What follows belongs to an exercise in optimizing a design on an open flow for small area; a production flow would make more cautious choices. In this exercise RTL edits were held to simulation tests only and were not proved equivalent to the original. Power is estimated from default activity; no workload was simulated.

==> run a: inputs <==
// midpoint_ellipse_point_generator_unit
module midpoint_ellipse_point_generator_unit
#(
	parameter int RADIUS_BITS = 10,
	parameter int COORD_BITS  = 12
) (
	input  wire                          clk,
	input  wire                          arst_n,
	input  wire                          psel,
	input  wire                          penable,
	input  wire                          pwrite,
	input  wire  [2:0]                   paddr,
	input  wire  [31:0]                  pwdata,
	output logic [31:0]                  prdata,
	output logic                         pready,
	input  wire                          item_valid,
	output logic                         item_ready,
	input  wire                          item_command,
	input  wire  [RADIUS_BITS-1:0]       item_radius_x,
	input  wire  [RADIUS_BITS-1:0]       item_radius_y,
	input  wire  signed [COORD_BITS-1:0] item_centre_x,
	input  wire  signed [COORD_BITS-1:0] item_centre_y,
	output logic                         result_valid,
	input  wire                          result_ready,
	output logic signed [COORD_BITS:0]   result_right_x,
	output logic signed [COORD_BITS:0]   result_left_x,
	output logic signed [COORD_BITS:0]   result_upper_y,
	output logic signed [COORD_BITS:0]   result_lower_y,
	output logic                         result_lower_valid,
	output logic                         result_visible,
	output logic                         result_done_res
);
Settings: LEC_CHECK=0, CAP_MARGIN=20, CORE_MARGIN=2, CORE_UTILIZATION=40, SLEW_MARGIN=20; clock period 11.0 ns.
standard.sh (not shown) runs the stock make flow with config.mk's settings and CLKGATE_MAP_FILE= SYNTH_SCRIPT=/design/flow/synth_recipe.tcl, a recipe that flattens the netlist after the stock synthesis.
==> flow/flow/run.sh <==
#!/bin/bash
# The standard ORFS layout (standard.sh) with these changes:
#  - synthesis maps the logic with an area-oriented ABC script (flow/abc_area.script);
#    everything else in synthesis, the registers included, is as standard;
#  - ports are buffered with sky130_fd_sc_hd__buf_1;
#  - the clock tree uses clkbuf_8 with sinks clustered, and no dummy loads;
#  - one tie cell per polarity.
# make's output goes to standard.log; each ORFS step logs under orfs/logs.
set -euo pipefail
HERE=$(pwd)
{
  echo "proc abc {args} { set i [lsearch \$args -script]; if {\$i >= 0} { lset args [expr {\$i+1}] $HERE/flow/abc_area.script }; yosys abc {*}\$args }"
  cat synth_recipe.tcl
} > synth_recipe_area.tcl
export BUFFER_PORTS_ARGS="-buffer_cell sky130_fd_sc_hd__buf_1"
export CTS_ARGS="-sink_clustering_enable -repair_clock_nets -buf_list sky130_fd_sc_hd__clkbuf_16 -sink_clustering_size 30 -sink_clustering_max_diameter 50 -dont_use_dummy_load"
export SKIP_REPAIR_TIE_FANOUT=1
bash standard.sh SYNTH_SCRIPT=$HERE/synth_recipe_area.tcl finish > standard.log 2>&1
==> flow/flow/abc_area.script <==
strash
dc2
dch -f
amap
topo
dnsize -c
==> run b (differences from run a) <==
--- a/flow/design.v
+++ b/flow/design.v
@@ -168,13 +168,13 @@
 	end
 	assign rxm = (p < 4'd10) ? item_radius_x[p] : 1'b0;
 	assign rym = (p < 4'd10) ? item_radius_y[p] : 1'b0;
 	logic [2:0] st;
 	logic       live, sec;             
 	logic       dneg_q, ylt0, sat_q, vis_q, vc_q;
-	logic [2:0] m_q;
+	logic [2:0] m_d;
 	logic in_s, in_i, in_r, in_z, in_a;
 	logic is_k, is_f, is_r0, is_r1, last_k;
 	logic xinc, ydec;
 	assign in_s   = (st == S_START);
 	assign in_i   = (st == S_INIT);
 	assign in_r   = (st == S_RC);
@@ -229,15 +229,15 @@
 			o3 = a0;
 		end else if (is_r1) begin
 			o1 = a2;
 			o2 = b2;          i2 = 1'b1;
 			o3 = b0;          i3 = 1'b1;    
 		end else if (is_k) begin
-			o1 = m_q[0] & ak0;
-			o2 = m_q[1] & ak1;
-			o3 = m_q[2] & ak2;
+			o1 = m_d[0] & ak0;
+			o2 = m_d[1] & ak1;
+			o3 = m_d[2] & ak2;
 		end else if (is_f) begin
 			o1 = a0;
 			o2 = b4;
 			o3 = sy2;         i3 = 1'b1;
 		end
 	end
@@ -245,14 +245,13 @@
 	mepg_datapath u_d2 (.clk(clk), .init(c0), .cin(i2), .a(s1),     .b(o2 ^ i2), .s(s2));
 	mepg_datapath u_d3 (.clk(clk), .init(c0), .cin(i3 & ~is_r1), .a(s2),     .b(o3 ^ i3), .s(s3));
 	logic ra_in, rb_in, rsx_in, rsy_in, rd_in;
 	assign ra_in  = in_s ? x_s : ra[0];
 	assign rb_in  = in_s ? y_s : rb[0];
 	assign rd_in  = (in_a | in_r | in_i) ? s3 : rd[0];
-	assign rsx_in = in_s ? (~h & ry_s) :
-	                is_k ? (~last_k & rsx[3] & clt37) :
+	assign rsx_in = (in_s | is_k) ? 1'b0 :
 	                in_a ? x_s : (rsx[0] & ~(in_r & cge32));           
 	assign rsy_in = last_k ? (rd[39] & ~c0) :
 	                in_a ? y_s : rsy[0];
 	always_ff @(posedge clk) begin
 		ra  <= {ra_in, ra[19:1]};
 		rb  <= {rb_in, rb[19:1]};
@@ -263,24 +262,31 @@
 	logic g_s;
 	mepg_datapath u_g (.clk(clk), .init(c0), .cin(1'b1), .a(rsx_in & ~cge32), .b(~rsy_in), .s(g_s));
 	always_ff @(posedge clk) begin
 		if (c39 && (in_a || in_r || in_i)) begin
 			dneg_q <= s3;
 		end
-		if (c39) begin
-			m_q <= rsx[12:10];
-		end
 	end
-	logic pos_en, ld;
+	logic pos_en, xpos_en, ld;
 	logic xr_d, xl_d, yu_d, yl_d, yd_s;
-	assign pos_en = pw & (in_s | in_a | in_z);
-	assign ld     = in_s;
-	mepg_ctrl u_xr (.clk(clk), .en(pos_en), .init(pw0), .cin(~ld & xinc), .ld(ld), .ld_a(cx_s),
+	assign pos_en  = pw & (in_s | in_a | in_z);
+	assign xpos_en = pos_en | (pw & is_f);
+	assign ld      = in_s;
+	always_comb begin
+		unique case (p[2:1])
+			2'd0:    m_d = result_left_x[2:0];
+			2'd1:    m_d = result_left_x[5:3];
+			2'd2:    m_d = result_left_x[8:6];
+			default: m_d = {2'b0, result_left_x[9]};
+		endcase
+	end
+	mepg_ctrl u_xr (.clk(clk), .en(xpos_en), .init(pw0), .cin(in_a & xinc), .ld(ld), .ld_a(cx_s),
 		.b(1'b0), .zero(in_z), .din(xr_d), .q(result_right_x));
-	mepg_ctrl u_xl (.clk(clk), .en(pos_en), .init(pw0), .cin(1'b0), .ld(ld), .ld_a(cx_s),
-		.b(~ld & xinc), .zero(in_z), .din(xl_d), .q(result_left_x));
+	mepg_ctrl u_xl (.clk(clk), .en(xpos_en), .init(pw0), .cin(1'b0), .ld(ld | is_f),
+		.ld_a(ld ? ry_s : result_right_x[0]),
+		.b(in_a & xinc), .zero(in_z), .din(xl_d), .q(result_left_x));
 	mepg_ctrl u_yu (.clk(clk), .en(pos_en), .init(pw0), .cin(1'b0), .ld(ld), .ld_a(cy_s),
 		.b(ld ? ry_s : ydec), .zero(in_z), .din(yu_d), .q(result_upper_y));
 	mepg_ctrl u_yl (.clk(clk), .en(pos_en), .init(pw0), .cin(ld | ydec), .ld(ld), .ld_a(cy_s),
 		.b(ld & ~ry_s), .zero(in_z), .din(yl_d), .q(result_lower_y));
 	mepg_datapath u_yd (.clk(clk), .init(pw0), .cin(1'b1), .a(yu_d), .b(~yl_d), .s(yd_s));
 	always_ff @(posedge clk) begin
--- a/flow/flow/run.sh
+++ b/flow/flow/run.sh
@@ -10,9 +10,9 @@
 HERE=$(pwd)
 {
   echo "proc abc {args} { set i [lsearch \$args -script]; if {\$i >= 0} { lset args [expr {\$i+1}] $HERE/flow/abc_area.script }; yosys abc {*}\$args }"
   cat synth_recipe.tcl
 } > synth_recipe_area.tcl
 export BUFFER_PORTS_ARGS="-buffer_cell sky130_fd_sc_hd__buf_1"
-export CTS_ARGS="-sink_clustering_enable -repair_clock_nets -buf_list sky130_fd_sc_hd__clkbuf_16 -sink_clustering_size 30 -sink_clustering_max_diameter 50 -dont_use_dummy_load"
+export CTS_ARGS="-sink_clustering_enable -repair_clock_nets -buf_list sky130_fd_sc_hd__clkbuf_8 -sink_clustering_size 20 -sink_clustering_max_diameter 50 -dont_use_dummy_load"
 export SKIP_REPAIR_TIE_FANOUT=1
 bash standard.sh SYNTH_SCRIPT=$HERE/synth_recipe_area.tcl finish > standard.log 2>&1
==> run summary <==
quantity	run b	run a
Status	finished clean	finished clean
Bufs w/o clock	128	127
Effective utilization at floorplan	0.407	0.409
Share of the final layout cell area in sequential cells	0.623	0.609
Peak per-stage delay on the critical path	650 ps	630 ps
Maximum vdd drop	0.000144 V	0.000152 V
Mean routed wirelength per cell	16.1 µm	15.9 µm
Worst hold endpoint	rd[18]	rsy[0]
Synthesized area	8210 µm²	8330 µm²
Buffers and inverters on the worst path	5	4
Worst setup path class	reg2reg	reg2out
P_seq	0.00135 W	0.00136 W
Yosys top cell area share	0.434	0.428
Y dimension of the die	147 µm	148 µm
Proportion of layout cells with a drive suffix above 1	0.0360	0.0359
Cell count after synthesis	683	684

==> static timing again, ports no longer ideal <==
The results above use ideal ports. As a check the final layouts listed here were re-extracted and re-timed, cells and wires unchanged.
Step 1 assumes that a clkbuf_16 drives the clock port and a buf_2 every other input.
Step 2 moves the port delays by t, midway between the first and last clock arrival at a register: inputs arrive t later, outputs are due t later. That takes back most of the time a late clock gives input paths.
a / b / c = ideal ports / drivers / drivers and shift; a / b = the first two.
run	t (ns)	slack for setup (ns)	worst hold slack (ns)	worst register clock-pin slew, ns	cell pins on the clock port's net
run a	0.518	4.876 / 4.840 / 4.941	0.282 / 0.282 / 0.282	0.10 / 0.10	1
run b	0.545	4.744 / 4.744 / 4.744	0.310 / 0.310 / 0.310	0.11 / 0.11	1
After both steps setup and hold are still met in every run listed.
